Context: an optimization exercise on an open-source flow, tuned for small area, a short achievable clock period and few clock cycles per item. The choices shown serve that exercise and are no tape-out recipe. The RTL was checked by simulation tests, not by an equivalence proof against the original design. Power is estimated from default activity; no workload was simulated.

**design/flow/run.sh**
```bash
#!/bin/bash
# synth_recipe.tcl (not shown) runs the flow's synth.tcl, then flattens the netlist and writes it again
# the make line also repeats each setting of config.mk as NAME=value (left out here)
make -C /OpenROAD-flow-scripts/flow DESIGN_CONFIG=/design/flow/config.mk WORK_HOME=/design/flow/orfs CLKGATE_MAP_FILE= SYNTH_SCRIPT=/design/flow/synth_recipe.tcl finish
```
**design/flow/config.mk**
```make
export PLATFORM = sky130hd
export DESIGN_NAME = degree_index_sorter
export DESIGN_NICKNAME = degree_index_sorter
export VERILOG_FILES = /design/flow/design.v
export SDC_FILE = /design/flow/constraint.sdc
export NUM_CORES = 4
export LEC_CHECK = 0
export CAP_MARGIN = 20
export CORE_MARGIN = 2
export CORE_UTILIZATION = 40
export SLEW_MARGIN = 20
```
**design/flow/constraint.sdc**
```tcl
create_clock -name core_clock -period 7.5 [get_ports {clk}]
set_input_delay 1.5000 -clock core_clock [delete_from_list [all_inputs] [get_ports {clk}]]
set_output_delay 1.5000 -clock core_clock [all_outputs]
set_load 0.01 [all_outputs]
```
**design/flow/design.v**
```verilog
package dis_pkg;
  localparam int MAX_VERTICES = 64;
  localparam int DEGREE_W     = 16;
  localparam int INDEX_W      = 6;
  localparam int MODE_W       = 2;
endpackage
module degree_index_sorter (
  input  logic        clk,
  input  logic        rst,
  input  logic        cfg_valid,
  output logic        cfg_ready,
  input  logic [1:0]  cfg_data,
  input  logic        in_valid,
  output logic        in_ready,
  input  logic [15:0] degree,
  input  logic        last,
  output logic        out_valid,
  input  logic        out_ready,
  output logic [5:0]  vertex_index,
  output logic [15:0] vertex_degree,
  output logic        end_of_list,
  output logic        overflow
);
  localparam int N  = 64;
  localparam int FD = 4;      
  logic [1:0] mode;
  logic        s_valid, s_last;
  logic [15:0] s_key;
  logic [6:0] cnt;
  logic       fovf;
  logic [15:0]  ck [N];
  logic [5:0]   ci [N];
  logic [N-1:0] v, lk;
  logic       decide, dir_rev;
  logic [5:0] tail1, tail2;
  logic [6:0] f_len [FD];
  logic       f_ovf [FD];
  logic [1:0] f_wp, f_rp;
  logic [2:0] f_cnt;
  logic [6:0]  o_rem;
  logic        o_curovf;
  logic        k_valid, k_eol, k_ovf;
  logic [5:0]  k_idx;
  logic [15:0] k_key;
  logic m1, m2;
  assign m1 = (mode == 2'd1);
  assign m2 = (mode == 2'd2);
  logic src_fwd, src_rev, pop, rshift;
  assign src_fwd = lk[0] && !dir_rev && !decide;
  assign src_rev = dir_rev && lk[N-1];
  assign pop     = !k_valid && (src_fwd || src_rev);
  assign rshift  = dir_rev && (!lk[N-1] || pop);
  logic allow_fill, f_full, okc, ins, drop, consume, closing;
  assign f_full     = (f_cnt == 3'(FD));
  assign allow_fill = !dir_rev && !decide && !(m2 && lk[0]);
  assign okc        = !(s_last && f_full);
  assign drop       = s_valid && allow_fill && okc && cnt[6];
  assign ins        = s_valid && allow_fill && okc && !cnt[6] && (!v[N-1] || pop);
  assign consume    = ins || drop;
  assign closing    = consume && s_last;
  assign in_ready  = !s_valid || consume;
  assign cfg_ready = !s_valid && (cnt == 7'd0) && !v[0] && !out_valid && !k_valid &&
                     !dir_rev && !decide;
  logic [N-1:0] cmp;
  logic [N+1:0] gt;    
  always_comb begin
    gt[0]   = 1'b0;
    gt[N+1] = 1'b1;
    for (int i = 0; i < N; i++) begin
      cmp[i]    = (ck[i] < s_key) ^ m1;
      gt[i + 1] = !v[i] || (!lk[i] && cmp[i]);
    end
  end
  logic [N-1:0] sel_l, sel_r, sel_n;
  always_comb begin
    for (int i = 0; i < N; i++) begin
      sel_l[i] = rshift || (ins && !pop && gt[i]);
      sel_r[i] = !rshift && pop && (!ins || !gt[i + 2]);
      sel_n[i] = ins && (pop ? (!gt[i + 1] && gt[i + 2]) : (gt[i + 1] && !gt[i]));
    end
  end
  for (genvar i = 0; i < N; i++) begin : g_cell
    logic [21:0] left, right;
    if (i == 0) begin : g_l0
      assign left = '0;
    end else begin : g_l
      assign left = {ck[i-1], ci[i-1]};
    end
    if (i == N - 1) begin : g_rn
      assign right = '0;
    end else begin : g_r
      assign right = {ck[i+1], ci[i+1]};
    end
    always_ff @(posedge clk) begin
      if (sel_n[i]) begin
        ck[i] <= s_key;
        ci[i] <= cnt[5:0];
      end else if (sel_l[i]) begin
        {ck[i], ci[i]} <= left;
      end else if (sel_r[i]) begin
        {ck[i], ci[i]} <= right;
      end
    end
  end
  logic [N-1:0] v_n, lk_m;
  always_comb begin
    if (rshift) begin
      v_n  = {v[N-2:0], 1'b0};
      lk_m = {lk[N-2:0], 1'b0};
    end else begin
      v_n = v;
      if (ins && !pop) v_n = {v[N-2:0], 1'b1};
      if (pop && !ins) v_n = {1'b0, v[N-1:1]};
      lk_m = pop ? {1'b0, lk[N-1:1]} : lk;
    end
  end
  logic [N-1:0] t_end, t_pre;
  logic hit_end, hit_pre;
  always_comb begin
    for (int i = 0; i < N; i++) begin
      t_end[i] = v[i] && !((i + 1 < N) ? v[(i + 1) % N] : 1'b0);
      t_pre[i] = ((i + 1 < N) ? v[(i + 1) % N] : 1'b0) && !((i + 2 < N) ? v[(i + 2) % N] : 1'b0);
    end
    hit_end = |(t_end & cmp);
    hit_pre = |(t_pre & cmp);
  end
  logic signed [6:0] front, back;
  assign front = $signed({1'b0, ci[0]}) - $signed({1'b0, ci[1]});
  assign back  = $signed({1'b0, tail2}) - $signed({1'b0, tail1});
  logic        first, p_eol, p_ovf;
  logic [6:0]  len;
  logic [15:0] p_key;
  logic [5:0]  p_idx;
  assign first = (o_rem == 7'd0);
  assign len   = first ? f_len[f_rp] : o_rem;
  assign p_eol = (len == 7'd1);
  assign p_ovf = first ? f_ovf[f_rp] : o_curovf;
  assign p_key = dir_rev ? ck[N-1] : ck[0];
  assign p_idx = dir_rev ? ci[N-1] : ci[0];
  logic [6:0] cnt_fin;
  assign cnt_fin = cnt + 7'(ins);
  always_ff @(posedge clk) begin
    if (rst) begin
      mode    <= 2'd0;
      s_valid <= 1'b0;
      cnt     <= '0;
      fovf    <= 1'b0;
      v       <= '0;
      lk      <= '0;
      decide  <= 1'b0;
      dir_rev <= 1'b0;
      f_wp    <= '0;
      f_rp    <= '0;
      f_cnt   <= '0;
      o_rem   <= '0;
      out_valid <= 1'b0;
      k_valid <= 1'b0;
    end else begin
      if (cfg_valid && cfg_ready) mode <= cfg_data;
      if (in_valid && in_ready) begin
        s_valid <= 1'b1;
        s_key   <= degree;
        s_last  <= last;
      end else if (consume) begin
        s_valid <= 1'b0;
      end
      if (closing) begin
        cnt  <= '0;
        fovf <= 1'b0;
      end else begin
        cnt <= cnt_fin;
        if (drop) fovf <= 1'b1;
      end
      if (ins && m2) begin
        if (!hit_end) begin
          tail2 <= tail1;
          tail1 <= cnt[5:0];
        end else if (!hit_pre) begin
          tail2 <= cnt[5:0];
        end
      end
      v  <= v_n;
      lk <= closing ? v_n : lk_m;
      if (closing && m2 && cnt_fin >= 7'd2) decide <= 1'b1;
      if (decide) begin
        decide  <= 1'b0;
        dir_rev <= (front < back);
      end
      if (pop && p_eol && dir_rev) dir_rev <= 1'b0;
      if (closing) begin
        f_len[f_wp] <= cnt_fin;
        f_ovf[f_wp] <= fovf || drop;
        f_wp        <= f_wp + 2'd1;
      end
      if (pop && first) f_rp <= f_rp + 2'd1;
      f_cnt <= f_cnt + 3'(closing) - 3'(pop && first);
      if (pop) begin
        o_rem <= len - 7'd1;
        if (first) o_curovf <= f_ovf[f_rp];
      end
      if (!out_valid || out_ready) begin
        if (k_valid) begin
          out_valid <= 1'b1;
          k_valid   <= 1'b0;
        end else begin
          out_valid <= pop;
        end
      end else if (pop) begin
        k_valid <= 1'b1;
      end
    end
  end
  always_ff @(posedge clk) begin
    if (!out_valid || out_ready) begin
      if (k_valid) begin
        {overflow, end_of_list, vertex_index, vertex_degree} <= {k_ovf, k_eol, k_idx, k_key};
      end else begin
        {overflow, end_of_list, vertex_index, vertex_degree} <= {p_ovf, p_eol, p_idx, p_key};
      end
    end else if (pop) begin
      {k_ovf, k_eol, k_idx, k_key} <= {p_ovf, p_eol, p_idx, p_key};
    end
  end
endmodule
```
==> impl_summary.txt <==
----------------------------------------------------
[Drt]
  Average vias per placed instance ... roughly 6.0
  1st-iter DRT viols ... 9,177
  DRC ... 0
  Number of iterations in the first detailed-routing pass ... 6
  Average detailed-routed wire length per instance ... 24.68 um
  Total number of vias ... between 80,000 and 90,000
  Drt total wl ... 347,300 um
  Antenna Violating Nets Remaining ... 0

[Critical path]
  Reg2reg setup slack ... 1.68 ns
  Kind of critical path ... register to register
  Crit path launch type ... register
  Critical register-to-register path startpoint ... s_key[1]$_DFFE_PP_
  Launch point of the critical path ... s_key[1]$_DFFE_PP_
  CP endpoint ... tail2[2]$_DFFE_PP_
  Logic depth of the worst register-to-register path ... 15
  Arrival time at the worst endpoint ... 6.32 ns
  Req. time, crit path ... approximately 8 ns
  Crit-path max FO ... 33
  Worst R2R End ... tail2[2]$_DFFE_PP_
  Worst setup EP type ... register

[GRT]
  Global-route wire length before repair ... 526,100 um
  Vias in the first global route ... 81,635
  Global-route track usage on met2 ... 39.79%
  Global-route met3 utilization ... under 10%
  Overflow after GRT ... 0
  Grt met1 use ... 33.69%
  Initial antenna violation count ... 13
  Total Routing Usage GR ... 24.50%
  Layer with the highest usage ... met2
  Pin count of the biggest net entering global routing ... 96

[Clock tree]
  Clock tree root buffer cell ... sky130_fd_sc_hd__clkbuf_16
  Latest clock arrival within the worst-skew pair ... 0.89 ns
  Number of sinks driven by the clock tree ... about 1,700
  Hold Buf Count CTS ... 0
  Post-CTS Resized ... 0
  Post-CTS Setup Bufs ... 0
  CTS tree ... yes
  Number of buffers inserted during clock tree synthesis ... 194
  Clk slew on worst S/H paths ... approximately 0.060 ns
  Maximum level of the CTS H-tree ... 4
  Number of buffers on the longest clock path ... 3

[Die]
  Area enclosed by the die boundary ... 0.2752 mm^2
  Placeable core region ... 0.2703 mm^2
  Die width ... approximately 520 um
  Standard-cell rows ... between 150 and 200
  Initial standard-cell utilization of the core ... 40.11%
  I/O pin count ... between 50 and 60
  Overall die height ... 524.6 um

[Outcome]
  Status ... timing/DRC/antenna clean

[Cells and area]
  Share of final-layout standard cells stronger than drive strength 1 ... 8.287%
  Commonest cells after routing, fill and taps aside ... sky130_fd_sc_hd__edfxtp_1 (1,518), sky130_fd_sc_hd__mux2i_1 (1,446), sky130_fd_sc_hd__a21oi_1 (1,169)
  Layout filler cell count ... roughly 25,000
  Most common cell after layout, fill and taps aside ... sky130_fd_sc_hd__edfxtp_1
  Final nets ... between 10,000 and 15,000
  Layout Area Growth over Synthesis ... 10.49%
  Final Instance Count excl. Fillers ... between 10,000 and 15,000
  Register Area ... 0.04879 mm^2
  Area of the multi-input gates ... 0.05716 mm^2

[Synth]
  Primary flip-flop cell chosen by synthesis mapping ... sky130_fd_sc_hd__edfxtp_1
  Warnings, synthesis ... 3
  Cells after synthesis ... 10,507
  Top cell type's share of synthesized area ... a little over two fifths
  Count of different cell masters after synthesis ... 94
  Number of enable-type register cells in the synthesized netlist ... about 1,500
  Cell taking the most area after synthesis ... sky130_fd_sc_hd__edfxtp_1
  Register area share after synthesis ... 44.99%
  Asr flop ratio synth ... 0%
  FF+latch count, synth ... around 1,700
  Cell types occupying the most area after synthesis ... sky130_fd_sc_hd__edfxtp_1 (42%), sky130_fd_sc_hd__mux2i_1 (13%), sky130_fd_sc_hd__ha_1 (11%), sky130_fd_sc_hd__a21oi_1 (5.6%), sky130_fd_sc_hd__nor2_1 (3.6%)
  Net count after synthesis ... 11,522
  Area of the mapped netlist ... 0.1084 mm^2
  Mean area per synthesized cell ... 10.32 um^2

[Min path]
  Hold Crit Depth ... 2
  Hold/Removal Path Class ... register to register

[Placement]
  Cell count after placement ... 13,702
  Number of I/O port buffers ... 50
  Last weighted congestion value of the routability-driven placer ... 0.9316
  Half-perimeter wire length after placement ... 249,700 um

[STA]
  Final-report hold violation count ... 0
  Endpoints failing setup ... 0
  Slew at the pin closest to its max-slew limit ... between 1 and 1.5 ns
  Clock period minus final worst setup slack ... just under 6 ns
  Final hold slack ... 0.4816 ns
  Setup TNS after final layout ... 0 ns
  Max-Slew Margin vs Limit ... 17.82%
  Max-slew violation count ... 0
  Final cycle utilization of the critical path ... 77.66%
  Max Freq ... approximately 0.17 GHz
  Setup repair after global routing missed its margin ... no
  Fin Clk Skew ... 0.03840 ns

[Job]
  Max-cap violation count ... 0

[Pwr]
  Maximum vdd drop ... 0.2753 mV
  Leak Pwr ... around 50 nW
  Power density normalized to cell area ... 294.2 mW/mm^2

----------------------------------------------------
==> state kept, by name, summed over array words and instances (netlist names), 2 cells and up, named ones only <==
name and flops:
vertex_index 6, ci 384, tail2 6, o_rem 7
f_ovf 4, vertex_degree 16, lk 64, s_key 16
f_cnt 3, f_len 28, k_key 16, mode 2
k_idx 6, f_wp 2, tail1 6, ck 1024
v 64, cnt 7, f_rp 2
==> synthesized netlist by cell type, types with 89 or more instances <==
library cell	number
sky130_fd_sc_hd__ha_1	988
sky130_fd_sc_hd__edfxtp_1	1518
sky130_fd_sc_hd__nand2b_1	90
sky130_fd_sc_hd__nand3_1	116
sky130_fd_sc_hd__a21oi_1	1223
sky130_fd_sc_hd__o22ai_1	89
sky130_fd_sc_hd__mux2i_1	1446
sky130_fd_sc_hd__mux2_2	135
sky130_fd_sc_hd__nand4_1	104
sky130_fd_sc_hd__dfxtp_1	159
sky130_fd_sc_hd__buf_2	150
sky130_fd_sc_hd__nand2_1	996
sky130_fd_sc_hd__nor2_1	1046
sky130_fd_sc_hd__nor3_1	90
sky130_fd_sc_hd__o21ai_0	739
sky130_fd_sc_hd__clkbuf_1	492
sky130_fd_sc_hd__a21o_1	115
==> where the power goes <==
group | internal [W] | switching (W)
logic | 0.00415 | 0.00581
registers | 0.0133 | 0.00221
clock network | 0.00557 | 0.00418
==> worst min path at each step <==
| stage | start | endpoint | slack (ns) |
|---|---|---|---|
| 2_1_floorplan | cnt[2]$_SDFF_PP0_ | tail1[2]$_DFFE_PP_ | 0.41 |
| 3_3_place_gp | o_rem[3]$_SDFFE_PP0N_ | o_rem[3]$_SDFFE_PP0N_ | 0.45 |
| 3_5_place_dp | o_rem[0]$_SDFFE_PP0N_ | o_rem[0]$_SDFFE_PP0N_ | 0.49 |
| 4_1_cts | o_rem[0]$_SDFFE_PP0N_ | o_rem[0]$_SDFFE_PP0N_ | 0.49 |
| 5_1_grt | o_rem[0]$_SDFFE_PP0N_ | o_rem[0]$_SDFFE_PP0N_ | 0.52 |
| 6_report | o_rem[0]$_SDFFE_PP0N_ | o_rem[0]$_SDFFE_PP0N_ | 0.48 |
==> metrics by stage <==
step	cell area [um^2]	setup slack (ns)	util, %	total power (W)
2_1_floorplan	108400	1.358	-	0.02171
3_3_place_gp	113200	1.658	41.88	0.02503
3_5_place_dp	113300	1.608	41.91	0.02552
4_1_cts	119700	1.588	44.27	0.03520
5_1_grt	119800	1.442	44.31	0.03695
6_report	119800	1.676	44.32	0.03524
==> logic make-up (layout without fill, tap and decap cells) <==
family                     after synthesis  in the layout  synth area share, %
xor gates and xnor gates                82             82               0.6625
other                                    0              5                    0
buffers and inverters                  756            748                2.859
muxes                                 1602           1602                15.06
and+or+nand+nor                       2729           2729                11.02
DFF                                   1677           1677                44.99
adders and majority gates              991            991                11.46
AOI/OAI and AO/OA                     2670           2670                13.96
==> critical path: stages, from the launching register on <==
cell                       delay [ns]
sky130_fd_sc_hd__edfxtp_1        0.32
sky130_fd_sc_hd__buf_4           0.50
sky130_fd_sc_hd__inv_4           0.44
sky130_fd_sc_hd__buf_12          0.32
sky130_fd_sc_hd__ha_1            0.24
sky130_fd_sc_hd__a211o_1         0.29
sky130_fd_sc_hd__a31oi_1         0.20
sky130_fd_sc_hd__nor3_1          0.09
sky130_fd_sc_hd__or4_1           0.52
sky130_fd_sc_hd__a21oi_1         0.49
sky130_fd_sc_hd__xnor2_1         0.34
sky130_fd_sc_hd__o22ai_1         0.18
sky130_fd_sc_hd__nor4_1          0.34
sky130_fd_sc_hd__nand4_1         0.14
sky130_fd_sc_hd__or4_1           0.52
sky130_fd_sc_hd__o22ai_1         0.48
==> cell type report <==
cell class | instances | area share (%)
multi-input combinational | 8074 | 47.72
sequential | 1677 | 40.73
clock buffer | 259 | 4.430
tap | 3570 | 3.729
timing repair buffer | 315 | 2.213
clock inverter | 102 | 0.9046
inverter | 72 | 0.2591
antenna | 5 | 0.01045
==> per-layer routing <==
metal / vias to the layer above / wire length, um
li1: 39056 / -
met1: 41244 / 150600
met2: 3428 / 160500
met3: 647 / 24850
met4: 2 / 11350
met5: - / 13
Testbench counts, summed over its fixed seeds: cycles 6,312, items 3,773.

==> re-timing with driven ports <==
How much do the figures lean on ideal ports? The routed layout below was timed once more, with nothing changed but the port constraints. Step 1: set_driving_cell puts a clkbuf_16 on clk and a buf_2 on each other input, an assumption about the parent block. Step 2 moves the port delays by t, midway between the first and last clock arrival at a register: inputs arrive t later, outputs are due t later. That takes back most of the time a late clock gives input paths. Slacks: ideal / step 1 / step 2; pairs: ideal / step 1.
shift t [ns]: 0.966
slack for setup (ns): 1.676 / 1.676 / 1.676
latest minus earliest clock arrival (ns): 0.043 / 0.044
worst register clock-pin slew, ns: 0.07 / 0.07
After both steps setup and hold are still met in this run. The setup slack of this run moves by 0.000 ns with the drivers and by 0.000 ns with both steps.
